This is an optimization exercise on Yosys and OpenROAD, whose aim is small area, a short achievable clock period and few clock cycles per item, not a production implementation. In this exercise RTL edits were held to simulation tests only and were not proved equivalent to the original.

==> flow/design.v <==
package ex_muldiv_pkg;
    localparam int XLEN = 32;
    localparam logic [4:0] ALU_NOP  = 5'h00;
    localparam logic [4:0] ALU_MULT = 5'h18;
    localparam logic [4:0] ALU_DIV  = 5'h1A;
    localparam int MUL_K  = 8;
    localparam int MUL_NG = 5;
    localparam int DIV_W  = 35;
endpackage
module ex_muldiv_div_iter
(
    input  logic [ex_muldiv_pkg::XLEN-1:0]  rem_i,
    input  logic [ex_muldiv_pkg::DIV_W-1:0] dvs_i,
    input  logic                            cin_i,
    output logic [ex_muldiv_pkg::XLEN-1:0]  rem_o,
    output logic                            qbit_o
);
    logic [ex_muldiv_pkg::XLEN:0] diff;
    ex_muldiv_bkadd #(.W(ex_muldiv_pkg::XLEN)) u_add (
        .a_i    (rem_i),
        .b_i    (dvs_i[ex_muldiv_pkg::XLEN-1:0]),
        .cin_i  (cin_i),
        .sum_o  (diff[ex_muldiv_pkg::XLEN-1:0]),
        .cout_o (diff[ex_muldiv_pkg::XLEN])
    );
    assign qbit_o = diff[ex_muldiv_pkg::XLEN] & (&dvs_i[ex_muldiv_pkg::DIV_W-1:ex_muldiv_pkg::XLEN]);
    assign rem_o  = qbit_o ? diff[ex_muldiv_pkg::XLEN-1:0] : rem_i;
endmodule
module ex_muldiv_bkadd
#(
    parameter int W = 32
) (
    input  logic [W-1:0] a_i,
    input  logic [W-1:0] b_i,
    input  logic         cin_i,
    output logic [W-1:0] sum_o,
    output logic         cout_o
);
    localparam int LV = $clog2(W);
    logic [W-1:0] p, g, pp, gg;
    always_comb begin
        p  = a_i ^ b_i;
        g  = a_i & b_i;
        gg = g;
        pp = p;
        gg[0] = g[0] | (p[0] & cin_i);
        for (int l = 0; l < LV; l++)
            for (int i = 2*(1<<l)-1; i < W; i = i + 2*(1<<l)) begin
                gg[i] = gg[i] | (pp[i] & gg[i-(1<<l)]);
                pp[i] = pp[i] & pp[i-(1<<l)];
            end
        for (int l = LV-2; l >= 0; l--)
            for (int i = 3*(1<<l)-1; i < W; i = i + 2*(1<<l)) begin
                gg[i] = gg[i] | (pp[i] & gg[i-(1<<l)]);
                pp[i] = pp[i] & pp[i-(1<<l)];
            end
    end
    assign sum_o  = p ^ {gg[W-2:0], cin_i};
    assign cout_o = gg[W-1];
endmodule
module ex_muldiv
(
    input  logic            clk,
    input  logic            rst,
    input  logic [4:0]      ALUop_i,
    input  logic            signed_i,
    input  logic [ex_muldiv_pkg::XLEN-1:0] oprand1_i,
    input  logic [ex_muldiv_pkg::XLEN-1:0] oprand2_i,
    input  logic            flush_i,
    output logic            pauseRequest_o,
    output logic            valid_o,
    output logic [1:0]      writeHILO_o,
    output logic [ex_muldiv_pkg::XLEN-1:0] HI_o,
    output logic [ex_muldiv_pkg::XLEN-1:0] LO_o
);
    localparam int XL = ex_muldiv_pkg::XLEN;
    localparam int K  = ex_muldiv_pkg::MUL_K;      
    localparam int NG = ex_muldiv_pkg::MUL_NG;     
    localparam int ND = K / 2;                     
    localparam int WD = ex_muldiv_pkg::DIV_W;      
    localparam int WX = XL + 2 + K + 2;            
    localparam int WL = K * NG;                    
    logic is_mult, is_div, is_op;
    assign is_mult = (ALUop_i == ex_muldiv_pkg::ALU_MULT);
    assign is_div  = (ALUop_i == ex_muldiv_pkg::ALU_DIV);
    assign is_op   = is_mult | is_div;
    logic sa, sb;
    assign sa = signed_i & oprand1_i[XL-1];
    assign sb = signed_i & oprand2_i[XL-1];
    logic            busy_q, done_q, dsh_q;
    logic [NG-1:0]   gsel_q;          
    logic            div_q, cin_q, negq_q, negr_q;
    logic [4:0]      cnt_q;
    logic [5:0]      lza_q, lzb_q;    
    logic [3*ND-1:0] bc_q;            
    logic [2*XL-1:0] acc_q;           
    logic [WD-1:0]   x_q;             
    function automatic logic [NG-1:0] lastg(input logic [XL-1:0] v, input logic sgn);
        logic [XL:0] m;
        m = {sgn, v} ^ {(XL+1){sgn}};
        for (int j = 0; j < NG; j++) begin
            if (K*(j+1)-1 > XL) lastg[j] = 1'b1;
            else                lastg[j] = ~|(m >> (K*(j+1)-1));
        end
    endfunction
    logic [NG-1:0] lasta, lastb, last, top;
    logic          swap, msgn;
    logic [XL-1:0] mplr;
    assign lasta = lastg(oprand1_i, sa);
    assign lastb = lastg(oprand2_i, sb);
    assign swap  = |(lasta & ~lastb);
    assign last  = swap ? lasta : lastb;
    assign top   = last & ~{last[NG-2:0], 1'b0};         
    assign mplr  = swap ? oprand1_i : oprand2_i;
    assign msgn  = swap ? sa : sb;
    logic [WL:0] bx;
    assign bx = {{(WL-XL){msgn}}, mplr, 1'b0};
    logic [NG-1:0] fsel;
    logic [K:0]    win;
    assign fsel = busy_q ? (gsel_q >> 1) : top;
    always_comb begin
        win = '0;
        for (int j = 0; j < NG; j++)
            win = win | (bx[K*j +: K+1] & {(K+1){fsel[j]}});
    end
    logic [3*ND-1:0] bc_next;
    always_comb begin
        for (int i = 0; i < ND; i++) begin
            logic b0, b1, b2;
            b0 = win[2*i];
            b1 = win[2*i+1];
            b2 = win[2*i+2];
            bc_next[3*i]   = b1 ^ b0;                                    
            bc_next[3*i+1] = (b2 & ~b1 & ~b0) | (~b2 & b1 & b0);         
            bc_next[3*i+2] = b2;                                         
        end
    end
    logic [WD-1:0] m1, m2;
    assign m1 = x_q;
    assign m2 = {x_q[WD-2:0], 1'b0};
    logic [ND+1:0][WX-1:0] term;
    always_comb begin
        logic [WX-1:0] negv;
        negv = '0;
        for (int i = 0; i < ND; i++) begin
            logic [WD-1:0] pp;
            pp = ((bc_q[3*i] ? m1 : '0) | (bc_q[3*i+1] ? m2 : '0)) ^ {WD{bc_q[3*i+2]}};
            term[i+1] = WX'({{(WX-WD){pp[WD-1]}}, pp} << (2*i));
            negv[2*i] = bc_q[3*i+2];
        end
        term[0]    = {2'b00, acc_q[WX-K-3:0], {K{1'b0}}};
        term[ND+1] = negv;
    end
    function automatic logic [2*WX-1:0] csa(input logic [WX-1:0] x, y, z);
        logic [WX-1:0] s, c;
        s = x ^ y ^ z;
        c = ((x & y) | (x & z) | (y & z)) << 1;
        csa = {s, c};
    endfunction
    logic [2*XL-WX+1:0] up_0, up_p1, up_m1;
    assign up_0  = acc_q[2*XL-K-1:WX-K-2];
    ex_muldiv_bkadd #(.W(2*XL-WX+2)) u_upp (
        .a_i (up_0), .b_i ('0), .cin_i (1'b1), .sum_o (up_p1), .cout_o ()
    );
    ex_muldiv_bkadd #(.W(2*XL-WX+2)) u_upm (
        .a_i (up_0), .b_i ('1), .cin_i (1'b0), .sum_o (up_m1), .cout_o ()
    );
    logic [WX-1:0]   lsum, s4, c4;
    logic [2*XL-1:0] prod_next;
    assign lsum = s4 + c4;
    always_comb begin
        logic [WX-1:0] s1, c1, s2, c2, s3, c3;
        {s1, c1} = csa(term[1], term[2], term[3]);
        {s2, c2} = csa(term[4], term[0], term[5]);
        {s3, c3} = csa(s1, c1, s2);
        {s4, c4} = csa(s3, c3, c2);
        prod_next = {lsum[WX-1] ? up_m1 : (lsum[WX-2] ? up_p1 : up_0), lsum[WX-3:0]};
    end
    function automatic logic [5:0] lzc32(input logic [31:0] x);
        logic [31:0] v;
        logic [4:0]  z;
        v = x;
        z[4] = ~|v[31:16]; if (z[4]) v = {v[15:0], 16'b0};
        z[3] = ~|v[31:24]; if (z[3]) v = {v[23:0], 8'b0};
        z[2] = ~|v[31:28]; if (z[2]) v = {v[27:0], 4'b0};
        z[1] = ~|v[31:30]; if (z[1]) v = {v[29:0], 2'b0};
        z[0] = ~v[31];
        lzc32 = (x == '0) ? 6'd32 : {1'b0, z};
    endfunction
    logic [5:0] lza, lzb;
    logic [6:0] sh;
    logic       dz, noq;
    assign lza = lzc32(oprand1_i ^ {XL{sa}});
    assign lzb = lzc32(oprand2_i ^ {XL{sb}});
    assign dz  = (oprand2_i == '0);
    assign sh  = {1'b0, lzb_q} + 7'(negr_q) - {1'b0, lza_q};
    logic [XL:0] sma;
    always_comb begin
        sma = {1'b0, oprand1_i ^ {XL{sa}}};
        for (int d = 1; d < XL; d = d * 2) sma = sma | (sma >> d);
        sma = sa ? {sma[XL-1:0], 1'b1} : sma;
    end
    assign noq = |({1'b0, oprand2_i ^ {XL{sb}}} & ~sma) | dz;
    logic [XL-1:0] rem1, rem2;
    logic          q1, q2;
    ex_muldiv_div_iter u_step1 (
        .rem_i  (acc_q[2*XL-1:XL]),
        .dvs_i  (x_q),
        .cin_i  (cin_q),
        .rem_o  (rem1),
        .qbit_o (q1)
    );
    ex_muldiv_div_iter u_step2 (
        .rem_i  (rem1),
        .dvs_i  ({x_q[WD-1], x_q[WD-1:1]}),
        .cin_i  (cin_q),
        .rem_o  (rem2),
        .qbit_o (q2)
    );
    logic [XL-1:0] neg_hi, neg_lo;
    ex_muldiv_bkadd #(.W(XL)) u_neg_hi (
        .a_i (acc_q[2*XL-1:XL] ^ {XL{negr_q}}), .b_i ('0), .cin_i (negr_q), .sum_o (neg_hi), .cout_o ()
    );
    ex_muldiv_bkadd #(.W(XL)) u_neg_lo (
        .a_i (acc_q[XL-1:0] ^ {XL{negq_q}}), .b_i ('0), .cin_i (negq_q), .sum_o (neg_lo), .cout_o ()
    );
    logic            busy_d, done_d, dsh_d;
    logic [NG-1:0]   gsel_d;
    logic            div_d, cin_d, negq_d, negr_d;
    logic [4:0]      cnt_d;
    logic [5:0]      lza_d, lzb_d;
    logic [3*ND-1:0] bc_d;
    logic [2*XL-1:0] acc_d;
    logic [WD-1:0]   x_d;
    always_comb begin
        busy_d = 1'b0;
        done_d = 1'b0;
        dsh_d  = 1'b0;
        gsel_d = fsel;
        div_d  = is_div;
        cin_d  = ~sb;
        negq_d = is_div & ~dz & (sa ^ sb);
        negr_d = is_div & sa & ~noq;
        cnt_d  = cnt_q - 5'd1;
        lza_d  = lza;
        lzb_d  = lzb;
        bc_d   = bc_next;
        acc_d  = is_div ? {oprand1_i, dz ? {XL{1'b1}} : {XL{1'b0}}} : '0;
        x_d    = (is_div | swap) ? {{(WD-XL){sb}}, oprand2_i} : {{(WD-XL){sa}}, oprand1_i};
        if (dsh_q) begin
            x_d    = ((x_q << 1) << {sh[5:1], 1'b0}) ^ {WD{cin_q}};
            cnt_d  = sh[5:1] + 5'd1;
            acc_d  = {neg_hi, acc_q[XL-1:0]};
            busy_d = 1'b1;
        end else if (busy_q && div_q) begin
            acc_d = {rem2, acc_q[XL-3:0], q1, q2};
            x_d   = {{2{x_q[WD-1]}}, x_q[WD-1:2]};
            if (cnt_q == 5'd1) done_d = 1'b1;
            else               busy_d = 1'b1;
        end else if (busy_q) begin
            acc_d = prod_next;
            if (gsel_q[0]) done_d = 1'b1;
            else           busy_d = 1'b1;
        end else if (is_op && !done_q) begin
            if (is_div) begin
                if (noq) done_d = 1'b1;
                else     dsh_d  = 1'b1;
            end else begin
                busy_d = 1'b1;
            end
        end
        if (flush_i) begin
            busy_d = 1'b0;
            done_d = 1'b0;
            dsh_d  = 1'b0;
        end
    end
    always_ff @(posedge clk or negedge rst) begin
        if (!rst) begin
            busy_q <= 1'b0;
            done_q <= 1'b0;
            dsh_q  <= 1'b0;
        end else begin
            busy_q <= busy_d;
            done_q <= done_d;
            dsh_q  <= dsh_d;
        end
    end
    always_ff @(posedge clk) begin
        gsel_q <= gsel_d;
        div_q  <= div_d;
        cin_q  <= cin_d;
        negq_q <= negq_d;
        negr_q <= negr_d;
        cnt_q  <= cnt_d;
        lza_q  <= lza_d;
        lzb_q  <= lzb_d;
        bc_q   <= bc_d;
        acc_q  <= acc_d;
        x_q    <= x_d;
    end
    assign HI_o = neg_hi;
    assign LO_o = neg_lo;
    assign pauseRequest_o = is_op & ~done_q;
    assign valid_o        = done_q;
    assign writeHILO_o    = {done_q, done_q};
endmodule
==> flow/flow/run.sh <==
#!/bin/bash
set -euo pipefail
bash standard.sh BUFFER_PORTS_ARGS="-buffer_cell sky130_fd_sc_hd__buf_1" SETUP_SLACK_MARGIN=5.5 finish > standard_flow.log 2>&1
==> flow/standard.sh <==
#!/bin/bash
# synth_recipe.tcl (not shown) runs the flow's synth.tcl, then flattens the netlist and writes it again
# the make line also repeats each setting of config.mk as NAME=value (left out here)
make -C /OpenROAD-flow-scripts/flow DESIGN_CONFIG=/design/flow/config.mk WORK_HOME=/design/flow/orfs CLKGATE_MAP_FILE= SYNTH_SCRIPT=/design/flow/synth_recipe.tcl "${@:-finish}"
==> flow/config.mk <==
export PLATFORM = sky130hd
export DESIGN_NAME = ex_muldiv
export DESIGN_NICKNAME = ex_muldiv
export VERILOG_FILES = /design/flow/design.v
export SDC_FILE = /design/flow/constraint.sdc
export NUM_CORES = 4
export LEC_CHECK = 0
export CAP_MARGIN = 20
export CORE_MARGIN = 2
export CORE_UTILIZATION = 40
export SLEW_MARGIN = 20
==> flow/constraint.sdc <==
create_clock -name core_clock -period 12.0 [get_ports {clk}]
set_input_delay 2.4000 -clock core_clock [delete_from_list [all_inputs] [get_ports {clk}]]
set_output_delay 2.4000 -clock core_clock [all_outputs]
set_load 0.01 [all_outputs]
==> qor.yml, run 1 <==
diodes: 0
ff2ff_setup_slack_ns: 5.74
fp-row-count: 93
port_buffers: 140
async_flop_share_pct: 2.14
synth_cells: 3327
crit_start: "oprand1_i[18]"
dpl.hpwl_microns: 73900
synthSimpleGateAreaFrac_pct: 14.8
maxCapViolations: 0
clkLatencyLatePin_ns: 0.51
hold_class: "reg -> reg"
wl_per_cell_microns: 23.8
cts_sinks: 140
yosysTopAreaCell: "fa_1"
setup-violations-final: 0
final_cell_mix: "inv_1, xnor2_1, a21oi_1"
hold_ws_ns: 0.504
cts_buffers: 17
cts_tree: "yes"
cts_buffer_depth: 2
status: "no timing/DRC/antenna violations"
synthAdderAreaFrac_pct: 21.5
rr_worst_depth: 26
worstSetupEndpoint: "lza_q[1]$_SDFF_PP0_"
hold_viol: 0
grt_max_degree: 72
synth_nets: 3759
r2r-start: "acc_q[53]$_DFF_P_"
synth_compound_area_share_pct: 23.2
grt_pass1_vias: 23800
vias: 25000
gp_congestion: 0.997
syn_avg_cell_area_sq_um: 7.79
post-synth-top-area-fraction_pct: 11.1
synth_cell_types: 102
htree_levels: 4
critPathCaptureType: "flop"
area_delta_synth_final_pct: 7.83
route.antenna.remaining_nets: 0
fmax_mhz: 157
drtPass1Iterations: 9
die_w_microns: 258
num-fill-cells: 6631
grt_pass1_wl_microns: 148000
period_share_pct: 53.2
multi_input_area_sq_mm: 0.0207
synth_seq_area_share_pct: 12.2
core_sq_mm: 0.0642
cp-start-kind: "input port"
critPathArrivalTime_ns: 6.69
die_h_microns: 258
slew_headroom_pct: 19.9
ys_warn_count: 3
crit_type: "in -> reg"
synth-edff-count: 33
io-pin-count: 141
rsz0062_at_grt: "false"
drc: 0
clk_root_buffer_cell: "clkbuf_16"
slew_violations: 0
finalClockSkew_ns: 0.0248
overflow: 0
synth.area.mux_share_pct: 5.53
ys.flop_type: "dfxtp_1"
viasPerCell: 6.02
cts.clk_slew.worst_paths_ns: 0.08
start_util_pct: 40.3
ys_seq_elements: 140
tightest_slew_ns: 1.19
fin_crit_ns: 6.38
finalNetCount: 3719
wirelength_microns: 98800
regArea_sq_mm: 0.00319
synth_xor_area_share_pct: 13.8
initialDrtViolationCount: 2576
synth_area_leaders: "fa_1, xnor2_1, ha_1, dfxtp_1, a21oi_1"
fin_tns_setup_ns: 0
rr_endpoint: "acc_q[62]$_DFF_P_"
layout-drive-gt1-share_pct: 7.24
antenna_found_initial: 1
final_common_cell: "inv_1"
crit_required_ns: 12.31
design.die.area_sq_mm: 0.0668
synth_top_family_by_area: "compound AO/OA/AOI/OAI gates"
cp_max_fo: 18
grtUsageTotal_pct: 29.0
synth_area_sq_mm: 0.0259
## critical path, stage by stage
cell      delay (ns)
buf_1           0.67
nand3_1         0.35
o21ai_0         0.39
and4_1          0.75
nand3_1         0.14
a21oi_1         0.18
o211ai_1        0.16
o21bai_1        0.49
o21ai_0         0.17
a211o_1         0.33
nor3_1          0.66
## per-stage QoR
step	cell area, sq um	std cells	setup WS, ns	util, %
2_1_floorplan	25900	3327	5.53	-
3_3_place_gp	26900	4109	4.43	41.9
3_5_place_dp	26900	4109	4.32	41.9
4_1_cts	27700	4149	5.50	43.2
5_1_grt	27900	4155	5.47	43.5
6_report	27900	4155	5.62	43.5
## final cells by class
type	count	share of cell area [%]
multi-input combinational	2588	74.0
sequential	140	11.4
inverter	325	4.38
timing repair buffer	215	4.30
tap	855	3.83
clock buffer	18	1.57
clock inverter	14	0.537
## cells in the mapped netlist, types with 18 or more instances
cell,instances
clkbuf_1,226
o21ai_0,129
a211oi_1,32
dfxtp_1,104
nand2_1,232
o221ai_1,24
xor2_1,87
fa_1,143
a21oi_1,263
buf_1,27
and3_1,36
a21o_1,46
nand2b_1,26
xnor2_1,320
edfxtp_1,33
o22ai_1,30
nor3_1,48
nand3_1,78
mux2i_1,125
nand4_1,32
nor2b_1,22
inv_1,323
a31oi_1,23
nor2_1,195
nor4_1,18
ha_1,216
o211ai_1,19
a22oi_1,143
## worst min path at each step
stage / startpoint / to / depth (start not counted)
3_3_place_gp: cnt_q[0]$_DFF_P_ / cnt_q[0]$_DFF_P_ / 1
4_1_cts: cnt_q[0]$_DFF_P_ / cnt_q[0]$_DFF_P_ / 1
5_1_grt: cnt_q[0]$_DFF_P_ / cnt_q[0]$_DFF_P_ / 1
3_5_place_dp: cnt_q[0]$_DFF_P_ / cnt_q[0]$_DFF_P_ / 1
2_1_floorplan: cnt_q[0]$_DFF_P_ / cnt_q[0]$_DFF_P_ / 1
6_report: cnt_q[0]$_DFF_P_ / cnt_q[0]$_DFF_P_ / 1
## metal layers
| layer | wire (microns) | vias to the layer above | track usage (%) |
|---|---|---|---|
| li1 | - | 11600 | - |
| met5 | 13 | - | 0 |
| met4 | 4720 | 2 | 13.5 |
| met1 | 41900 | 11900 | 38.9 |
| met3 | 8780 | 244 | 5.13 |
| met2 | 43500 | 1281 | 45.1 |
## state kept, by name, summed over array words and instances, names as in the netlist, 5 cells and up
| name | flops |
|---|---|
| acc_q | 64 |
| lza_q | 6 |
| gsel_q | 5 |
| bc_q | 12 |
| cnt_q | 5 |
| lzb_q | 6 |
| x_q | 35 |
## what timing repair did
action,4_1_cts,5_1_grt
endpoints found under the setup margin,38,38
hold buffers,0,0
pin swaps,5,10
setup buffers,5,5
gates resized for setup,29,38
gates cloned,3,1
## cell families (layout without fill, tap and decap cells)
logic type / Yosys count / count (layout)
fa+ha+maj: 359 / 359
mux: 141 / 141
compound gates: 895 / 897
buf+inv: 601 / 572
flops: 140 / 140
xor+xnor: 407 / 407
simple gates: 784 / 784
Testbench counts, summed over its fixed seeds: cycles 14,207, ops 3,200.
==> run 2, diff against run 1 <==
==> flow/flow/run.sh (replaced) <==
#!/bin/bash
set -euo pipefail
bash standard.sh BUFFER_PORTS_ARGS="-buffer_cell sky130_fd_sc_hd__buf_1" SETUP_SLACK_MARGIN=6.5 finish > standard_flow.log 2>&1
==> qor.yml, run 2 <==
die_h_microns: 258  # unchanged
synth_area_sq_mm: 0.0259  # unchanged
async_flop_share_pct: 2.14  # unchanged
core_sq_mm: 0.0642  # unchanged
vias: 25900  # +3.4%
area_delta_synth_final_pct: 16.0
maxCapViolations: 0  # unchanged
largest_reg_flops: 64  # unchanged
place_ws_ns: 4.73  # +0.404 ns
yosysTopAreaCell: "fa_1"
critPathCaptureType: "flop"
slew_violations: 0  # unchanged
port_buffers: 140  # unchanged
r2r-start: "cin_q$_DFF_P_"
crit_type: "reg -> reg"
htree_levels: 4  # unchanged
cts_buffer_depth: 2  # unchanged
slew_headroom_pct: 22.7  # +2.8 points
fmax_mhz: 167  # +6.6%
fin_cells: 4264  # +2.6%
wl_per_cell_microns: 23.9  # +0.38%
antenna_found_initial: 1  # unchanged
final_cell_mix: "inv_1, xnor2_1, a21oi_1"
hold_path_startpoint: "cnt_q[0]$_DFF_P_"
io-pin-count: 141  # unchanged
syn_avg_cell_area_sq_um: 7.79  # unchanged
status: "no timing/DRC/antenna violations"
overflow: 0  # unchanged
ys_warn_count: 3  # unchanged
finalClockSkew_ns: 0.0138  # -0.0110 ns
synth_seq_area_share_pct: 12.2  # unchanged
period_share_pct: 49.9  # -3.3 points
hold_ws_ns: 0.543  # +0.0387 ns
finalNetCount: 3828  # +2.9%
setup-violations-final: 0  # unchanged
cts_tree: "yes"
start_util_pct: 40.3  # unchanged
initialDrtViolationCount: 3196  # +24%
synth_common_cells: "inv_1, xnor2_1, a21oi_1"
synth_cell_types: 102  # unchanged
cts_buffers: 17  # unchanged
ys_seq_elements: 140  # unchanged
critPathArrivalTime_ns: 6.41  # -0.28 ns
synth_area_leaders: "fa_1, xnor2_1, ha_1, dfxtp_1, a21oi_1"
cp-start-kind: "flop"
tightest_slew_ns: 1.15  # -0.0412 ns
grtUsageTotal_pct: 29.5  # +0.54 points
slowest_stage: "fa_1"
clkLatencyLatePin_ns: 0.49  # -0.02 ns
route.antenna.remaining_nets: 0  # unchanged
hold_class: "reg -> reg"
clk_root_buffer_cell: "clkbuf_16"
final_util_pct: 46.8  # +3.3 points
synth_most_common_cell: "inv_1"
synth-edff-count: 33  # unchanged
viasPerCell: 6.07  # +0.76%
ys.flop_type: "dfxtp_1"
design.die.area_sq_mm: 0.0668  # unchanged
synth_cells: 3327  # unchanged
setup_slack_ns: 6.01  # +0.398 ns
rsz0062_at_grt: "true"
slowest_delay_ns: 0.45  # -0.30 ns
layout-drive-gt1-share_pct: 14.6  # +7.4 points
grt_pass1_wl_microns: 152000  # +2.5%
regMostFlops: "acc_q"
place_inst: 4104  # -0.12%
cp_max_fo: 30  # +12
final_common_cell: "inv_1"
dpl.hpwl_microns: 73100  # -1.1%
gp_congestion: 0.982  # -1.6%
grt_pass1_vias: 24600  # +3.5%
cts_sinks: 140  # unchanged
post-synth-top-area-fraction_pct: 11.1  # unchanged
wirelength_microns: 102000  # +3.0%
cts.clk_slew.worst_paths_ns: 0.07  # about the same
path_buf_inv: 4  # +3
fin_crit_ns: 5.99  # -0.398 ns
crit_family: "compound AO/OA/AOI/OAI gates"
critPathMostFrequentCell: "a21o_1"
crit_start: "cin_q$_DFF_P_"
largestRegisters: "acc_q x64, x_q x35, bc_q x12"
synth_nets: 3759  # unchanged
drtPass1Iterations: 8  # -1
postCtsHoldBufs: 0  # unchanged
fp-row-count: 93  # unchanged
die_w_microns: 258  # unchanged
hold_viol: 0  # unchanged
drc: 0  # unchanged
fin_tns_setup_ns: 0  # unchanged
grt_max_degree: 53  # -26%
crit_required_ns: 12.43  # +0.12 ns
## run 2: worst paths after layout
kind                                      to  slack (ns)  cells after the start
max                        acc_q[58]$_DFF_P_        6.01                     28
min                         cnt_q[0]$_DFF_P_        0.54                      1
max reg2reg                acc_q[58]$_DFF_P_        6.01                     28
min reg2reg                 cnt_q[0]$_DFF_P_        0.54                      1
max in group asynchronous   busy_q$_DFF_PN0_       10.09                      1
min in group asynchronous   done_q$_DFF_PN0_        1.72                      1
## run 2: cell families after synthesis
kind of cell | synth area share [%]
muxes | 5.53
xor gates and xnor gates | 13.8
AOI/OAI and AO/OA | 23.2
and+or+nand+nor | 14.8
DFF | 12.2
adders and majority gates | 21.5
buffers and inverters | 9.06
## run 2: per-layer routing
metal  up-vias  share of wire, %  GRT usage [%]
met5         -                 0              0
met4         0               4.8           13.2
met3       267                11           5.38
met2      1559                43           45.4
met1     12300                42           40.3
li1      11800                 -              -
## run 2: layout make-up
cell class / instances / area (sq um)
diodes: 1 / 2.50
fillers: 6404 / 34200
well taps: 855 / 1070
clock buffers: 22 / 497
multi-input cells: 2592 / 21600
flip-flops and latches: 140 / 3240
clock inverters: 9 / 60.1
inverters: 325 / 1230
repair buffers: 320 / 2360
## run 2: worst reg2reg max path: cells and delay by family, from the launching register on
kind / cells / cell delay [ns]
AOI/OAI and AO/OA: 15 / 2.53
adders and majority gates: 4 / 1.39
buffers and inverters: 4 / 0.69
DFF: 1 / 0.34
muxes: 1 / 0.42
and+or+nand+nor: 4 / 0.54
## run 2: what timing repair did
action,4_1_cts,5_1_grt
pin swaps,47,34
gates resized for setup,218,102
setup buffers,65,46
endpoints found under the setup margin,141,90
gates cloned,9,8
hold endpoints to repair,0,0
## run 2: per-stage QoR
stage / instance area [sq um]
5_1_grt: 30100
6_report: 30100
3_5_place_dp: 26900
4_1_cts: 29100
2_1_floorplan: 26000
3_3_place_gp: 26900
==> run 3, diff against run 2 <==
==> flow/run.sh (new file) <==
#!/bin/bash
# synth_recipe.tcl (not shown) runs the flow's synth.tcl, then flattens the netlist and writes it again
# the make line also repeats each setting of config.mk as NAME=value (left out here)
make -C /OpenROAD-flow-scripts/flow DESIGN_CONFIG=/design/flow/config.mk WORK_HOME=/design/flow/orfs CLKGATE_MAP_FILE= SYNTH_SCRIPT=/design/flow/synth_recipe.tcl finish
--- a/flow/config.mk
+++ b/flow/config.mk
@@ -8,4 +8,5 @@
 export CAP_MARGIN = 20
 export CORE_MARGIN = 2
 export CORE_UTILIZATION = 40
+export SETUP_SLACK_MARGIN = 5
 export SLEW_MARGIN = 20
removed: flow/flow/run.sh
removed: flow/standard.sh
==> qor.yml, run 3 <==
grt_max_degree: 65  # +23%
setup-violations-final: 0  # unchanged
postCtsHoldBufs: 0  # unchanged
grtUsageMet1_pct: 39.4  # -0.96 points
grt_pass1_wl_microns: 147000  # -3.3%
r2r-start: "cin_q$_DFF_P_"
syn_avg_cell_area_sq_um: 7.79  # unchanged
final_cell_mix: "inv_1, xnor2_1, a21oi_1"
finalNetCount: 3707  # -3.2%
antenna_found_initial: 0  # -1
dpl.hpwl_microns: 74300  # +1.7%
slew_violations: 0  # unchanged
clk_root_buffer_cell: "clkbuf_16"
largestRegisters: "acc_q x64, x_q x35, bc_q x12"
route.antenna.remaining_nets: 0  # unchanged
finalClockSkew_ns: 0.0173  # +0.00351 ns
grtUsageTotal_pct: 28.6  # -0.90 points
ys.flop_type: "dfxtp_1"
top_usage_layer: "met2"
cts_buffer_depth: 2  # unchanged
critPathCaptureType: "flop"
rsz0062_at_grt: "true"
start_util_pct: 40.3  # unchanged
fp-row-count: 93  # unchanged
ys_seq_elements: 140  # unchanged
design.die.area_sq_mm: 0.0668  # unchanged
core_sq_mm: 0.0642  # unchanged
synth-edff-count: 33  # unchanged
use_met2_pct: 44.1  # -1.3 points
synth_most_common_cell: "inv_1"
diodes: 0  # -1
initialDrtViolationCount: 2790  # -13%
cts_buffers: 17  # unchanged
fin_tns_setup_ns: 0  # unchanged
slowest_delay_ns: 0.87  # +0.42 ns
crit_required_ns: 12.42  # about the same
critPathArrivalTime_ns: 7.21  # +0.80 ns
hold_class: "reg -> reg"
cp_max_fo: 12  # -60%
status: "no timing/DRC/antenna violations"
cp_cell_sequence: "clkdlybuf4s50_1 > or4_4 > o22ai_4 > nand3_2 > nor3_1 > nand3_1 > a21oi_1 > a21oi_1 > a311o_1 > a211oi_2"
met3_usage_pct: 5.31  # -0.068 points
synth_seq_area_share_pct: 12.2  # unchanged
cts_sinks: 140  # unchanged
synth_area_sq_mm: 0.0259  # unchanged
drtPass1Iterations: 7  # -1
hold_path_startpoint: "x_q[12]$_DFF_P_"
die_w_microns: 258  # unchanged
fin_crit_ns: 6.79  # +0.807 ns
final_common_cell: "inv_1"
tightest_slew_ns: 1.10  # -0.0502 ns
num-fill-cells: 6526  # +1.9%
critPathMostFrequentCell: "a21oi_1"
port_buffers: 140  # unchanged
wl_per_cell_microns: 23.7  # -0.93%
crit_type: "in -> reg"
drc: 0  # unchanged
layout-drive-gt1-share_pct: 6.23  # -8.4 points
htree_levels: 4  # unchanged
io-pin-count: 141  # unchanged
wirelength_microns: 98000  # -3.7%
gp_congestion: 0.998  # +1.7%
overflow: 0  # unchanged
slew_headroom_pct: 26.7  # +4.1 points
synth_common_cells: "inv_1, xnor2_1, a21oi_1"
setup_slack_ns: 5.21  # -0.807 ns
viasPerCell: 6.03  # -0.72%
synth_area_leaders: "fa_1, xnor2_1, ha_1, dfxtp_1, a21oi_1"
slowest_stage: "a21oi_1"
synth_nets: 3759  # unchanged
place_ws_ns: 4.30  # -0.428 ns
die_h_microns: 258  # unchanged
hold_viol: 0  # unchanged
area_delta_synth_final_pct: 10.2
post-synth-top-area-fraction_pct: 11.1  # unchanged
yosysTopAreaCell: "fa_1"
cts.clk_slew.worst_paths_ns: 0.07  # about the same
fmax_mhz: 147  # -12%
crit_start: "oprand1_i[30]"
async_flop_share_pct: 2.14  # unchanged
clkLatencyLatePin_ns: 0.50  # about the same
ys_warn_count: 3  # unchanged
maxCapViolations: 0  # unchanged
largest_reg_flops: 64  # unchanged
synth_cells: 3327  # unchanged
regMostFlops: "acc_q"
synth_cell_types: 102  # unchanged
cts_tree: "yes"
vias: 25000  # -3.5%
grt_pass1_vias: 23600  # -4.4%
period_share_pct: 56.6  # +6.7 points
cp-start-kind: "input port"
## run 3: cell counts after synthesis
Identical to the previous run, type by type.
## run 3: layer usage
metal  routed length (microns)  part of all wire (%)
met1                     42300                    43
met2                     42700                    44
met3                      8900                   9.1
met4                      4170                   4.2
met5                         0                     0
## run 3: path summary, 6_finish.rpt
check,depth (start not counted),slack [ns],end
setup / recovery,10,5.21,done_q$_DFF_PN0_
hold / removal,2,0.48,x_q[10]$_DFF_P_
setup reg to reg,28,5.41,acc_q[62]$_DFF_P_
hold reg to reg,2,0.48,x_q[10]$_DFF_P_
max in group asynchronous,1,9.75,dsh_q$_DFF_PN0_
min in group asynchronous,1,2.08,done_q$_DFF_PN0_
## run 3: layout make-up
| class | instances | area [sq um] | area share (%) |
|---|---|---|---|
| Sequential cell | 140 | 3170 | 11.1 |
| Clock inverter | 15 | 139 | 0.487 |
| Multi-Input combinational cell | 2587 | 20600 | 72.0 |
| Inverter | 325 | 1220 | 4.27 |
| Tap cell | 855 | 1070 | 3.75 |
| Timing Repair Buffer | 204 | 1960 | 6.87 |
| Clock buffer | 17 | 425 | 1.49 |
## run 3: metrics by stage
step	instances	hold WS [ns]	util, %	instance area [sq um]
after floorplan	3327	0.453	-	25900
after global placement	4104	0.461	43.2	27800
after detailed placement	4104	0.467	43.2	27800
after CTS	4138	0.482	44.2	28400
after global routing	4143	0.515	44.4	28500
final	4143	0.477	44.4	28500
## run 3: critical path, delay by kind of cell
kind	cells	cell delay, ns
compound gates	5	2.01
buf+inv	1	0.75
simple gates	4	2.03
## run 3: cell families after synthesis
| kind of cell | synth area share, % |
|---|---|
| AO/OA/AOI/OAI | 23.2 |
| adder cells (fa/ha/maj) | 21.5 |
| AND/OR/NAND/NOR | 14.8 |
| flip-flops | 12.2 |
| XOR/XNOR | 13.8 |
| buffers and inverters | 9.06 |
| multiplexers | 5.53 |
## run 3: timing repair
item | CTS | global route
cloned | 1 | 1
pin swaps | 2 | 2
endpoints found under the setup margin | 35 | 61
gates resized for setup | 10 | 30
buffers inserted | 1 | 4
==> run 4, diff against run 3 <==
==> flow/flow/run.sh (new file) <==
#!/bin/bash
set -euo pipefail
bash standard.sh BUFFER_PORTS_ARGS="-buffer_cell sky130_fd_sc_hd__buf_1" SETUP_SLACK_MARGIN=7 finish > standard_flow.log 2>&1
==> flow/standard.sh (new file) <==
#!/bin/bash
# synth_recipe.tcl (not shown) runs the flow's synth.tcl, then flattens the netlist and writes it again
# the make line also repeats each setting of config.mk as NAME=value (left out here)
make -C /OpenROAD-flow-scripts/flow DESIGN_CONFIG=/design/flow/config.mk WORK_HOME=/design/flow/orfs CLKGATE_MAP_FILE= SYNTH_SCRIPT=/design/flow/synth_recipe.tcl "${@:-finish}"
--- a/flow/config.mk
+++ b/flow/config.mk
@@ -8,5 +8,4 @@
 export CAP_MARGIN = 20
 export CORE_MARGIN = 2
 export CORE_UTILIZATION = 40
-export SETUP_SLACK_MARGIN = 5
 export SLEW_MARGIN = 20
removed: flow/run.sh
==> qor.yml, run 4 <==
status: "no timing/DRC/antenna violations"
fin_tns_setup_ns: 0  # unchanged
wirelength_microns: 107000  # +9.4%
grtUsageTotal_pct: 30.4  # +1.8 points
post-synth-top-area-fraction_pct: 11.1  # unchanged
cts_buffers: 17  # unchanged
die_w_microns: 258  # unchanged
async_flop_share_pct: 2.14  # unchanged
crit_required_ns: 12.41  # about the same
crit_family: "compound AO/OA/AOI/OAI gates"
critPathArrivalTime_ns: 6.44  # -0.77 ns
die_h_microns: 258  # unchanged
hold_viol: 0  # unchanged
cts.clk_slew.worst_paths_ns: 0.07  # about the same
stdcell_area_sq_mm: 0.0326  # +14%
antenna_found_initial: 2  # +2
finalClockSkew_ns: 0.0171  # -0.000193 ns
yosysTopAreaCell: "fa_1"
initialDrtViolationCount: 3050  # +9.3%
layout-drive-gt1-share_pct: 23.2  # +17 points
drtPass1Iterations: 6  # -1
rsz0062_at_grt: "true"
port_buffers: 140  # unchanged
synth_most_common_cell: "inv_1"
viasPerCell: 6.15  # +2.0%
fp-row-count: 93  # unchanged
synth_cells: 3327  # unchanged
cts_sinks: 140  # unchanged
gp_congestion: 0.978  # -2.0%
tightest_slew_ns: 0.988  # -0.111 ns
setup_slack_ns: 5.97  # +0.761 ns
hold_ws_ns: 0.505  # +0.0278 ns
final_common_cell: "inv_1"
critPathCaptureType: "flop"
num-fill-cells: 6017  # -7.8%
wl_per_cell_microns: 24.6  # +3.8%
synth_common_cells: "inv_1, xnor2_1, a21oi_1"
cts_tree: "yes"
slew_violations: 0  # unchanged
design.die.area_sq_mm: 0.0668  # unchanged
cp-start-kind: "flop"
ys_seq_elements: 140  # unchanged
setup-violations-final: 0  # unchanged
final_cell_mix: "inv_1, xnor2_1, a21oi_1"
drc: 0  # unchanged
io-pin-count: 141  # unchanged
maxCapViolations: 0  # unchanged
fin_crit_ns: 6.03  # -0.761 ns
grt_max_degree: 53  # -18%
fmax_mhz: 166  # +13%
area_delta_synth_final_pct: 25.7
synth_cell_types: 102  # unchanged
path_buf_inv: 3  # +2
synth_area_leaders: "fa_1, xnor2_1, ha_1, dfxtp_1, a21oi_1"
core_sq_mm: 0.0642  # unchanged
grt_pass1_wl_microns: 156000  # +5.9%
start_util_pct: 40.3  # unchanged
place_inst: 4097  # -0.17%
syn_avg_cell_area_sq_um: 7.79  # unchanged
hold_class: "reg -> reg"
slew_headroom_pct: 33.5  # +6.8 points
place_ws_ns: 4.44  # +0.141 ns
vias: 26900  # +7.6%
grt_pass1_vias: 25200  # +6.8%
fin_cells: 4367  # +5.4%
regMostFlops: "acc_q"
synth_seq_area_share_pct: 12.2  # unchanged
finalNetCount: 3930  # +6.0%
route.antenna.remaining_nets: 0  # unchanged
overflow: 0  # unchanged
postCtsHoldBufs: 0  # unchanged
critPathMostFrequentCell: "fa_2"
ys.flop_type: "dfxtp_1"
synth-edff-count: 33  # unchanged
cts_buffer_depth: 2  # unchanged
synth_area_sq_mm: 0.0259  # unchanged
crit_type: "reg -> reg"
largest_reg_flops: 64  # unchanged
clk_root_buffer_cell: "clkbuf_16"
slowest_stage: "fa_2"
placed_area_sq_mm: 0.0271  # -2.4%
ys_warn_count: 3  # unchanged
htree_levels: 4  # unchanged
dpl.hpwl_microns: 73100  # -1.6%
slowest_delay_ns: 0.46  # -0.41 ns
largestRegisters: "acc_q x64, x_q x35, bc_q x12"
cp_max_fo: 3  # -9
period_share_pct: 50.3  # -6.3 points
clkLatencyLatePin_ns: 0.49  # about the same
synth_nets: 3759  # unchanged
==> run 4: worst paths after layout <==
| path | cells past startpoint | from | to | slack, ns |
|---|---|---|---|---|
| worst max-delay path | 28 | cin_q$_DFF_P_ | acc_q[58]$_DFF_P_ | 5.97 |
| worst min-delay path | 1 | cnt_q[0]$_DFF_P_ | cnt_q[0]$_DFF_P_ | 0.51 |
| worst max register to register | 28 | cin_q$_DFF_P_ | acc_q[58]$_DFF_P_ | 5.97 |
| worst min register to register | 1 | cnt_q[0]$_DFF_P_ | cnt_q[0]$_DFF_P_ | 0.51 |
| max in group asynchronous | 1 | rst | dsh_q$_DFF_PN0_ | 10.03 |
| min in group asynchronous | 1 | rst | done_q$_DFF_PN0_ | 1.74 |
==> run 4: kinds of logic (layout without fill, tap and decap cells) <==
kind of cell,after synthesis,count (layout),share of synthesized area [%]
fa+ha+maj,359,359,21.5
mux,141,141,5.53
compound gates,895,901,23.2
simple gates,784,785,14.8
flops,140,140,12.2
buf+inv,601,778,9.06
other cells,0,1,0
xor+xnor,407,407,13.8
==> run 4: through the flow <==
step	util [%]
floorplan	-
global placement	42.2
detailed placement	42.2
CTS	47.4
global route	50.7
finish	50.7
==> run 4: worst register-to-register path, delay by kind of cell, from the launching register on <==
kind,cells,cell delay (ns)
muxes,1,0.33
AOI/OAI and AO/OA,13,2.47
adders and majority gates,5,1.54
buffers and inverters,3,0.21
and+or+nand+nor,6,1.01
DFF,1,0.36
==> run 4: area by class of cell <==
type	instances	area [sq um]	area share, %
Antenna cell	1	2.50	0.00769
Clock buffer	23	510	1.57
Clock inverter	9	71.3	0.219
Inverter	325	1250	3.85
Multi-Input combinational cell	2593	22700	69.7
Sequential cell	140	3270	10.1
Tap cell	855	1070	3.29
Timing Repair Buffer	420	3660	11.2
Timing Repair inverter	1	11.3	0.0346
==> run 4: timing repair <==
action	in CTS	in global routing
endpoints found under the setup margin	162	123
setup buffers	128	87
pin swaps	78	100
resized for setup	358	294
cloned	14	8
endpoints found under the hold margin	0	0
==> run 4: layer usage <==
layer  GRT usage [%]  routed length, microns  vias to the layer above
met2            46.7                   46100                     1663
met3            5.88                   11100                      403
met4            15.5                    6830                        0
met1            40.6                   43300                    12800
li1                -                       -                    12000
met5               0                       0                        -
==> run 5, diff against run 4 <==
==> flow/flow/run.sh (replaced) <==
#!/bin/bash
set -euo pipefail
bash standard.sh BUFFER_PORTS_ARGS="-buffer_cell sky130_fd_sc_hd__buf_1" SETUP_SLACK_MARGIN=6 finish > standard_flow.log 2>&1
==> qor.yml, run 5 <==
rr_worst_depth: 24  # -14%
grtUsageTotal_pct: 29.1  # -1.3 points
postCtsHoldBufs: 0  # unchanged
io-pin-count: 141  # unchanged
antenna_found_initial: 1  # -1
maxCapViolations: 0  # unchanged
crit_family: "compound AO/OA/AOI/OAI gates"
clk_root_buffer_cell: "clkbuf_16"
critPathArrivalTime_ns: 6.49  # +0.05 ns
viasPerCell: 6.02  # -2.2%
status: "no timing/DRC/antenna violations"
largest_reg_flops: 64  # unchanged
initialDrtViolationCount: 2768  # -9.2%
syn_avg_cell_area_sq_um: 7.79  # unchanged
async_flop_share_pct: 2.14  # unchanged
grt_pass1_wl_microns: 149000  # -4.3%
slew_violations: 0  # unchanged
synth_common_cells: "inv_1, xnor2_1, a21oi_1"
start_util_pct: 40.3  # unchanged
hold_viol: 0  # unchanged
overflow: 0  # unchanged
synth_nets: 3759  # unchanged
yosysTopAreaCell: "fa_1"
tightest_slew_ns: 1.09  # +0.107 ns
crit_required_ns: 12.44  # +0.03 ns
worst-path-stages: 24  # -14%
setup-violations-final: 0  # unchanged
period_share_pct: 50.5  # +0.17 points
synth-edff-count: 33  # unchanged
synth_most_common_cell: "inv_1"
synth_area_leaders: "fa_1, xnor2_1, ha_1, dfxtp_1, a21oi_1"
num-fill-cells: 6545  # +8.8%
drtPass1Iterations: 6  # unchanged
drc: 0  # unchanged
critPathCaptureType: "flop"
wl_per_cell_microns: 23.8  # -3.1%
cts_tree: "yes"
cp-start-kind: "flop"
crit_type: "reg -> reg"
htree_levels: 4  # unchanged
cts_sinks: 140  # unchanged
hold_class: "reg -> reg"
synth_seq_area_share_pct: 12.2  # unchanged
cts.clk_slew.worst_paths_ns: 0.08  # about the same
fp-row-count: 93  # unchanged
final_cell_mix: "inv_1, xnor2_1, a21oi_1"
route.antenna.remaining_nets: 0  # unchanged
cp_max_fo: 37  # +34
finalNetCount: 3739  # -4.9%
fin_tns_setup_ns: 0  # unchanged
cp_cell_sequence: "ha_1 > a21oi_1 > nor2_1 > o31ai_2 > a31oi_2 > o21ai_2 > a211oi_2 > nor2_4 > buf_12 > mux2i_1 > ha_1 > nor2b_2 > o31a_1 > or4_4 > a21o_4 > a31o_4 > a21oi_4 > nand2_2 > a21o_1 > a21oi_2 > fa_2 > nor3_2 > a21oi_2 > a2bb2oi_1"
die_w_microns: 258  # unchanged
synth_cell_types: 102  # unchanged
final_util_pct: 44.7  # -6.0 points
fmax_mhz: 165  # -0.34%
layout-drive-gt1-share_pct: 9.91  # -13 points
ys.flop_type: "dfxtp_1"
slowest_delay_ns: 0.62  # +0.16 ns
grt_pass1_vias: 24000  # -4.5%
area_delta_synth_final_pct: 10.8
diodes: 0  # -1
clkLatencyLatePin_ns: 0.51  # +0.02 ns
port_buffers: 140  # unchanged
hold_depth: 1  # unchanged
post-synth-top-area-fraction_pct: 11.1  # unchanged
design.die.area_sq_mm: 0.0668  # unchanged
core_sq_mm: 0.0642  # unchanged
die_h_microns: 258  # unchanged
vias: 25100  # -6.5%
rsz0062_at_grt: "true"
synth_cells: 3327  # unchanged
slew_headroom_pct: 26.8  # -6.7 points
final_common_cell: "inv_1"
gp_congestion: 0.964  # -1.5%
regMostFlops: "acc_q"
slowest_stage: "dfxtp_1"
wirelength_microns: 99300  # -7.4%
ys_warn_count: 3  # unchanged
cts_buffers: 17  # unchanged
dpl.hpwl_microns: 73800  # +0.94%
fin_crit_ns: 6.05  # +0.0209 ns
cts_buffer_depth: 2  # unchanged
finalClockSkew_ns: 0.0158  # -0.00135 ns
path_buf_inv: 1  # -2
synth_area_sq_mm: 0.0259  # unchanged
ys_seq_elements: 140  # unchanged
grt_max_degree: 72  # +36%
largestRegisters: "acc_q x64, x_q x35, bc_q x12"
[run 5: layer usage]
metal / vias to the layer above / GRT usage, % / part of all wire, %
met3: 213 / 5.00 / 9.5
met4: 2 / 12.1 / 4.1
met5: - / 0 / 0.018
met1: 11900 / 40.0 / 43
met2: 1354 / 44.9 / 44
li1: 11600 / - / -
[run 5: worst register-to-register path, cell delays in order, from the launching register on]
cell and delay (ns):
dfxtp_1 0.62, ha_1 0.37, a21oi_1 0.25, nor2_1 0.08, o31ai_2 0.37, a31oi_2 0.18, o21ai_2 0.21, a211oi_2 0.12
nor2_4 0.17, buf_12 0.27, mux2i_1 0.37, ha_1 0.29, nor2b_2 0.15, o31a_1 0.26, or4_4 0.43, a21o_4 0.23
a31o_4 0.25, a21oi_4 0.17, nand2_2 0.08, a21o_1 0.19, a21oi_2 0.15, fa_2 0.46, nor3_2 0.15, a21oi_2 0.05
a2bb2oi_1 0.13
[run 5: final cells by class]
class	instances	area (sq um)	area share [%]
Timing Repair Buffer	235	1570	5.49
Sequential cell	140	3230	11.3
Multi-Input combinational cell	2588	21000	73.3
Inverter	325	1220	4.26
Clock inverter	15	151	0.528
Clock buffer	17	425	1.48
Tap cell	855	1070	3.73
[run 5: per-stage QoR]
stage	cells	instance area, sq um	setup slack (ns)	hold slack (ns)
3_5_place_dp	4099	26900	4.50	0.495
4_1_cts	4149	28000	6.01	0.511
5_1_grt	4175	28700	5.73	0.560
6_report	4175	28700	5.95	0.505
2_1_floorplan	3327	25900	5.96	0.453
3_3_place_gp	4099	26900	4.62	0.480
[run 5: what timing repair did]
item                                    4_1_cts  5_1_grt
hold endpoints to repair                      0        0
pin swaps                                    18       20
buffers inserted                             13       25
gates resized for setup                     108       88
gates cloned                                  5        1
endpoints found under the setup margin       81       59
[run 5: path summary, 6_finish.rpt]
path,from,end,slack [ns]
setup / recovery,acc_q[39]$_DFF_P_,acc_q[62]$_DFF_P_,5.95
hold / removal,cnt_q[0]$_DFF_P_,cnt_q[0]$_DFF_P_,0.51
setup reg to reg,acc_q[39]$_DFF_P_,acc_q[62]$_DFF_P_,5.95
hold reg to reg,cnt_q[0]$_DFF_P_,cnt_q[0]$_DFF_P_,0.51
max in group asynchronous,rst,dsh_q$_DFF_PN0_,10.04
min in group asynchronous,rst,busy_q$_DFF_PN0_,1.73
[run 5: logic make-up after synthesis]
group | after synthesis | share of synthesized area [%]
AOI/OAI and AO/OA | 895 | 23.2
xor gates and xnor gates | 407 | 13.8
buffers and inverters | 601 | 9.06
and+or+nand+nor | 784 | 14.8
adders and majority gates | 359 | 21.5
DFF | 140 | 12.2
muxes | 141 | 5.53
==> run 6, diff against run 5 <==
--- a/flow/design.v
+++ b/flow/design.v
@@ -148,8 +148,8 @@
             term[i+1] = WX'({{(WX-WD){pp[WD-1]}}, pp} << (2*i));
             negv[2*i] = bc_q[3*i+2];
         end
-        term[0]    = {2'b00, acc_q[WX-K-3:0], {K{1'b0}}};
-        term[ND+1] = negv;
+        term[0]    = {2'b00, acc_q[WX-K-3:0], negv[K-1:0]};
+        term[ND+1] = '0;
     end
     function automatic logic [2*WX-1:0] csa(input logic [WX-1:0] x, y, z);
         logic [WX-1:0] s, c;
@@ -171,9 +171,9 @@
     always_comb begin
         logic [WX-1:0] s1, c1, s2, c2, s3, c3;
         {s1, c1} = csa(term[1], term[2], term[3]);
-        {s2, c2} = csa(term[4], term[0], term[5]);
-        {s3, c3} = csa(s1, c1, s2);
-        {s4, c4} = csa(s3, c3, c2);
+        {s2, c2} = csa(s1, c1, term[4]);
+        {s4, c4} = csa(s2, c2, term[0]);
+        {s3, c3} = {2*WX{1'b0}};
         prod_next = {lsum[WX-1] ? up_m1 : (lsum[WX-2] ? up_p1 : up_0), lsum[WX-3:0]};
     end
     function automatic logic [5:0] lzc32(input logic [31:0] x);
==> qor.yml, run 6 <==
die_w_microns: 254  # -1.8%
slowest_delay_ns: 0.39  # -0.23 ns
hold_class: "reg -> reg"
start_util_pct: 40.4  # +0.090 points
cts_buffer_depth: 2  # unchanged
multi_input_area_sq_mm: 0.0208  # -0.97%
fp-row-count: 91  # -2.2%
largestRegisters: "acc_q x64, x_q x35, bc_q x12"
largest_reg_flops: 64  # unchanged
synth-edff-count: 33  # unchanged
port_buffers: 140  # unchanged
met3_usage_pct: 5.37  # +0.37 points
critPathCaptureType: "flop"
tightest_slew_ns: 1.16  # +0.0672 ns
drc: 0  # unchanged
top_usage_layer: "met2"
cts_buffers: 17  # unchanged
slew_headroom_pct: 21.9  # -4.9 points
grtUsageTotal_pct: 29.3  # +0.25 points
grt_pass1_vias: 23200  # -3.4%
status: "no timing/DRC/antenna violations"
syn_avg_cell_area_sq_um: 7.88  # +1.2%
final_cell_mix: "a21oi_1, nand2_1, nor2_1"
cts_tree: "yes"
final_util_pct: 46.1  # +1.4 points
wl_per_cell_microns: 24.0  # +0.94%
route.antenna.remaining_nets: 0  # unchanged
vias: 24900  # -0.97%
synth_area_leaders: "fa_1, ha_1, dfxtp_1, xnor2_1, xor2_1"
critPathArrivalTime_ns: 6.36  # -0.13 ns
ys_warn_count: 3  # unchanged
critPathMostFrequentCell: "fa_2"
final_common_cell: "a21oi_1"
cts.clk_slew.worst_paths_ns: 0.07  # about the same
dpl.hpwl_microns: 69700  # -5.6%
clk_root_buffer_cell: "clkbuf_16"
fin_crit_ns: 5.97  # -0.0862 ns
die_h_microns: 254  # -1.8%
cp_max_fo: 6  # -84%
wirelength_microns: 97300  # -2.0%
design.die.area_sq_mm: 0.0644  # -3.7%
synth_nets: 3562  # -5.2%
core_sq_mm: 0.0617  # -3.9%
gp_congestion: 0.983  # +2.0%
regArea_sq_mm: 0.00320  # -0.81%
fin_tns_setup_ns: 0  # unchanged
synth_cells: 3167  # -4.8%
htree_levels: 4  # unchanged
cp-start-kind: "flop"
synth_common_cells: "a21oi_1, nand2_1, nor2_1"
io-pin-count: 141  # unchanged
slowest_stage: "fa_2"
area_delta_synth_final_pct: 14.1
fmax_mhz: 168  # +1.4%
ys.flop_type: "dfxtp_1"
regMostFlops: "acc_q"
drtPass1Iterations: 7  # +1
crit_required_ns: 12.39  # -0.05 ns
post-synth-top-area-fraction_pct: 11.4  # +0.35 points
slew_violations: 0  # unchanged
grt_max_degree: 82  # +14%
synth_most_common_cell: "a21oi_1"
setup-violations-final: 0  # unchanged
yosysTopAreaCell: "fa_1"
synth_cell_types: 101  # -0.98%
viasPerCell: 6.14  # +2.0%
ys_seq_elements: 140  # unchanged
grtUsageMet1_pct: 39.0  # -1.0 points
initialDrtViolationCount: 2612  # -5.6%
cts_sinks: 140  # unchanged
finalClockSkew_ns: 0.0142  # -0.00160 ns
crit_type: "reg -> reg"
synth_area_sq_mm: 0.0249  # -3.7%
clkLatencyLatePin_ns: 0.50  # about the same
rsz0062_at_grt: "true"
use_met2_pct: 45.8  # +0.91 points
maxCapViolations: 0  # unchanged
finalNetCount: 3597  # -3.8%
num-fill-cells: 6265  # -4.3%
layout-drive-gt1-share_pct: 11.8  # +1.9 points
grt_pass1_wl_microns: 144000  # -3.5%
antenna_found_initial: 1  # unchanged
async_flop_share_pct: 2.14  # unchanged
period_share_pct: 49.7  # -0.72 points
overflow: 0  # unchanged
synth_seq_area_share_pct: 12.6  # +0.47 points
hold_viol: 0  # unchanged
-- run 6: changes by cell type after synthesis, moves of 12 or more --
cell,change
inv_1,-136
xnor2_1,-97
xor2_1,+82
ha_1,-36
nor2_1,+36
nand3_1,-25
a211oi_1,+22
clkbuf_1,-22
a21oi_1,-17
and3_1,-13
a222oi_1,+12
nor3_1,+12
-- run 6: critical path, delay by kind of cell, from the launching register on --
kind | cells | cell delay, ns
AO/OA/AOI/OAI | 11 | 2.27
adder cells (fa/ha/maj) | 4 | 1.19
buffers and inverters | 7 | 0.82
flip-flops | 1 | 0.36
multiplexers | 1 | 0.32
AND/OR/NAND/NOR | 6 | 0.87
-- run 6: layout make-up --
class	count	area share [%]
multi-input combinational	2568	73.2
sequential	140	11.3
timing repair buffer	284	7.30
tap	837	3.68
inverter	191	2.57
clock buffer	17	1.49
clock inverter	15	0.528
antenna	1	0.00879
-- run 6: layer usage --
layer	part of all wire, %	wire length (microns)
met1	41	40300
met2	44	43100
met3	9.1	8810
met4	5.2	5100
met5	0	0
-- run 6: metrics by stage --
stage / hold WS [ns] / instances / setup WS, ns / area, sq um
2_1_floorplan: 0.453 / 3167 / 6.02 / 25000
3_3_place_gp: 0.468 / 3950 / 4.30 / 26100
3_5_place_dp: 0.489 / 3950 / 4.15 / 26100
4_1_cts: 0.497 / 4011 / 5.92 / 27400
5_1_grt: 0.538 / 4052 / 5.89 / 28500
6_report: 0.494 / 4053 / 6.03 / 28500
-- run 6: timing repair --
item                                    in CTS  in global routing
cloned                                       4                  6
resized for setup                           99                162
endpoints found under the setup margin     105                 86
hold buffers                                 0                  0
pin swaps                                   22                 67
buffers inserted                            25                 35
-- run 6: logic make-up after synthesis --
group                    after synthesis  share of synthesized area [%]
AO/OA/AOI/OAI                        890                           24.1
XOR/XNOR                             392                           13.8
adder cells (fa/ha/maj)              322                           20.4
buffers and inverters                461                           7.18
flip-flops                           140                           12.6
multiplexers                         149                           6.05
AND/OR/NAND/NOR                      813                           15.8
-- run 6: path summary, 6_finish.rpt --
path,slack (ns),endpoint,from,cells after the start
worst max-delay path,6.03,acc_q[32]$_DFF_P_,cin_q$_DFF_P_,29
worst min-delay path,0.49,cnt_q[0]$_DFF_P_,cnt_q[0]$_DFF_P_,1
worst max register to register,6.03,acc_q[32]$_DFF_P_,cin_q$_DFF_P_,29
worst min register to register,0.49,cnt_q[0]$_DFF_P_,cnt_q[0]$_DFF_P_,1
max in group asynchronous,10.09,dsh_q$_DFF_PN0_,rst,1
min in group asynchronous,1.72,done_q$_DFF_PN0_,rst,1
Testbench counts of run 6, summed over its fixed seeds: cycles 14,207, ops 3,200.
==> run 7, diff against run 6 <==
--- a/flow/config.mk
+++ b/flow/config.mk
@@ -5,6 +5,7 @@
 export SDC_FILE = /design/flow/constraint.sdc
 export NUM_CORES = 4
 export LEC_CHECK = 0
+export ABC_AREA = 1
 export CAP_MARGIN = 20
 export CORE_MARGIN = 2
 export CORE_UTILIZATION = 40
==> qor.yml, run 7 <==
final_cell_mix: "nand2_1, inv_1, nand3_1"
cts_tree: "yes"
route.antenna.remaining_nets: 0  # unchanged
setup-violations-final: 0  # unchanged
synth_common_cells: "nand2_1, inv_1, nor2_1"
wirelength_microns: 102000  # +5.1%
syn_avg_cell_area_sq_um: 6.45  # -18%
overflow: 0  # unchanged
grt_pass1_wl_microns: 154000  # +7.0%
largestRegisters: "acc_q x64, x_q x35, bc_q x12"
ys_seq_elements: 140  # unchanged
hold_class: "reg -> reg"
crit_required_ns: 9.60  # -2.79 ns
gp_congestion: 0.983  # about the same
status: "no timing/DRC/antenna violations"
synth_top_family_by_area: "simple AND/OR/NAND/NOR gates"
vias: 27300  # +9.6%
clkLatencyLatePin_ns: 0.51  # about the same
synth_compound_area_share_pct: 17.7  # -6.4 points
crit_family: "simple AND/OR/NAND/NOR gates"
regMostFlops: "acc_q"
cp-start-kind: "flop"
fmax_mhz: 167  # -0.49%
synth-edff-count: 33  # unchanged
largest_reg_flops: 64  # unchanged
synth_nets: 4270  # +20%
maxCapViolations: 0  # unchanged
ys_warn_count: 3  # unchanged
io-pin-count: 141  # unchanged
slew_headroom_pct: 28.4  # +6.5 points
crit_type: "reg -> out"
drtPass1Iterations: 6  # -1
initialDrtViolationCount: 2946  # +13%
grt_max_degree: 71  # -13%
yosysTopAreaCell: "nand2_1"
synth_area_leaders: "nand2_1, fa_1, ha_1, dfxtp_1, xor2_1"
drc: 0  # unchanged
finalClockSkew_ns: 0.0164  # +0.00223 ns
diodes: 0  # -1
htree_levels: 4  # unchanged
synth_area_sq_mm: 0.0250  # +0.19%
design.die.area_sq_mm: 0.0645  # +0.18%
hold_viol: 0  # unchanged
critPathArrivalTime_ns: 3.60  # -2.76 ns
hold_ws_ns: 0.541  # +0.0467 ns
fp-row-count: 91  # unchanged
die_h_microns: 254  # about the same
synth_xor_area_share_pct: 10.6  # -3.2 points
synth.area.mux_share_pct: 0.120  # -5.9 points
viasPerCell: 5.70  # -7.1%
port_buffers: 140  # unchanged
period_share_pct: 50.0  # +0.25 points
final_common_cell: "nand2_1"
synth_cell_types: 58  # -43%
antenna_found_initial: 1  # unchanged
layout-drive-gt1-share_pct: 6.57  # -5.2 points
slew_violations: 0  # unchanged
area_delta_synth_final_pct: 10.6
critPathCaptureType: "primary output"
fin_cells: 4781  # +18%
synthSimpleGateAreaFrac_pct: 28.1  # +12 points
synth_cells: 3875  # +22%
wl_per_cell_microns: 21.4  # -11%
path_buf_inv: 2  # -5
start_util_pct: 40.5  # +0.075 points
die_w_microns: 254  # about the same
core_sq_mm: 0.0617  # unchanged
cts_buffers: 17  # unchanged
place_inst: 4697  # +19%
cp_max_fo: 4  # -2
cts_sinks: 140  # unchanged
cts_buffer_depth: 2  # unchanged
synth_seq_area_share_pct: 12.6  # -0.023 points
cp_cell_sequence: "buf_12 > ha_2 > ha_4 > nand2_2 > nor2_4 > nand2_4 > nor2_4 > nand4_1 > nor2_2 > and3_4 > and3_4 > and2_4 > nand4_1 > nor2_1 > ha_2 > xnor2_2 > xor2_1 > buf_2"
cts.clk_slew.worst_paths_ns: 0.07  # about the same
finalNetCount: 4326  # +20%
rsz0062_at_grt: "true"
clk_root_buffer_cell: "clkbuf_16"
tightest_slew_ns: 1.07  # -0.0876 ns
ys.flop_type: "dfxtp_1"
dpl.hpwl_microns: 78800  # +13%
slowest_delay_ns: 0.38  # about the same
synth_most_common_cell: "nand2_1"
slowest_stage: "dfxtp_4"
synthAdderAreaFrac_pct: 20.4  # -0.038 points
final_util_pct: 44.8  # -1.3 points
num-fill-cells: 6715  # +7.2%
fin_tns_setup_ns: 0  # unchanged
fin_crit_ns: 6.00  # +0.0297 ns
grt_pass1_vias: 25700  # +10%
grtUsageTotal_pct: 31.4  # +2.1 points
async_flop_share_pct: 2.14  # unchanged
post-synth-top-area-fraction_pct: 15.0  # +3.6 points
-- run 7: changes by cell type after synthesis, sizes merged, moves of 51 or more --
cell | before | now
a211oi | 54 | 3
a21oi | 249 | 172
a22oi | 143 | 23
clkbuf | 204 | 136
inv | 190 | 440
mux2i | 137 | 3
nand2 | 237 | 1009
nand3 | 53 | 278
nor2 | 233 | 290
o21ai | 135 | 284
o22ai | 22 | 157
xnor2 | 223 | 76
xor2 | 169 | 226
-- run 7: metal layers --
metal / routed length [microns] / up-vias / global-route usage [%]
li1: - / 12900 / -
met1: 41700 / 12800 / 40.3
met2: 45800 / 1396 / 50.2
met3: 8510 / 254 / 5.25
met4: 6230 / 0 / 17.4
met5: 0 / - / 0
-- run 7: cell type report --
| class | count | area [sq um] | area share (%) |
|---|---|---|---|
| multi-input cells | 3069 | 19600 | 70.9 |
| well taps | 837 | 1050 | 3.79 |
| flip-flops and latches | 140 | 3170 | 11.5 |
| repair inverters | 1 | 7.51 | 0.0272 |
| clock inverters | 14 | 205 | 0.743 |
| repair buffers | 228 | 1340 | 4.84 |
| clock buffers | 18 | 439 | 1.59 |
| inverters | 474 | 1840 | 6.66 |
-- run 7: worst paths after layout --
| path | from | end | slack, ns | cells past startpoint |
|---|---|---|---|---|
| worst min-delay path | cnt_q[2]$_DFF_P_ | cnt_q[2]$_DFF_P_ | 0.54 | 2 |
| worst max-delay path | negr_q$_DFF_P_ | HI_o[31] | 6.00 | 18 |
| min in group asynchronous | rst | done_q$_DFF_PN0_ | 1.71 | 1 |
| worst max register to register | x_q[4]$_DFF_P_ | acc_q[33]$_DFF_P_ | 6.25 | 20 |
| worst min register to register | cnt_q[2]$_DFF_P_ | cnt_q[2]$_DFF_P_ | 0.54 | 2 |
| max in group asynchronous | rst | busy_q$_DFF_PN0_ | 10.09 | 1 |
-- run 7: worst min-delay path, cell delays in order, from the launching register on --
cell and delay (ns):
dfxtp_1 0.34, nand2_1 0.08, a22oi_1 0.07
-- run 7: cell families (layout without fill, tap and decap cells) --
logic type,count (synthesis),count (layout)
AO/OA/AOI/OAI,762,762
multiplexers,3,3
buffers and inverters,667,735
AND/OR/NAND/NOR,1679,1680
flip-flops,140,140
adder cells (fa/ha/maj),322,322
XOR/XNOR,302,302
-- run 7: timing repair --
item / in CTS / in global routing
hold buffers: 0 / 0
setup buffers: 22 / 25
pin swaps: 14 / 27
gates cloned: 3 / 2
gates resized for setup: 78 / 63
setup endpoints to repair: 99 / 62
-- run 7: metrics by stage --
step / worst slack, ns / instance area (sq um)
detailed placement: 4.26 / 26000
global route: 5.82 / 27600
global placement: 4.32 / 26000
finish: 6.00 / 27600
floorplan: 6.02 / 25000
CTS: 5.86 / 27100

[afterwards: timing with drivers on the ports]
No port has a modelled driver above. Below, the same layouts with a new extraction and two added sets of constraints. Step 1 assumes that a clkbuf_16 drives the clock port and a buf_2 every other input. Step 2 adds t to the input delays and takes it off the output delays; t is the mean of the earliest and latest rising clock arrival at the registers after step 1. Input paths then give back, and output paths get back, about the clock's delay inside the block. a / b / c = no drivers / after step 1 / after step 2; a / b = the first two.
run	t, ns	slack for setup (ns)	worst slew at a driven data input, ns	cell pins on the clock port's net
run 1	0.558	5.615 / 5.647 / 5.089	0.05	1
run 2	0.546	6.013 / 6.013 / 6.013	0.05	1
run 3	0.545	5.206 / 5.223 / 4.687	0.05	1
run 4	0.546	5.967 / 5.967 / 5.967	0.06	1
run 5	0.555	5.946 / 5.946 / 5.665	0.05	1
run 6	0.554	6.032 / 6.032 / 5.680	0.05	1
run 7	0.571	6.002 / 5.937 / 5.765	0.05	1
After both steps setup and hold are still met in every run listed. The setup slack of run 1, which loses most, moves by +0.032 ns with the drivers and by -0.526 ns with both steps.
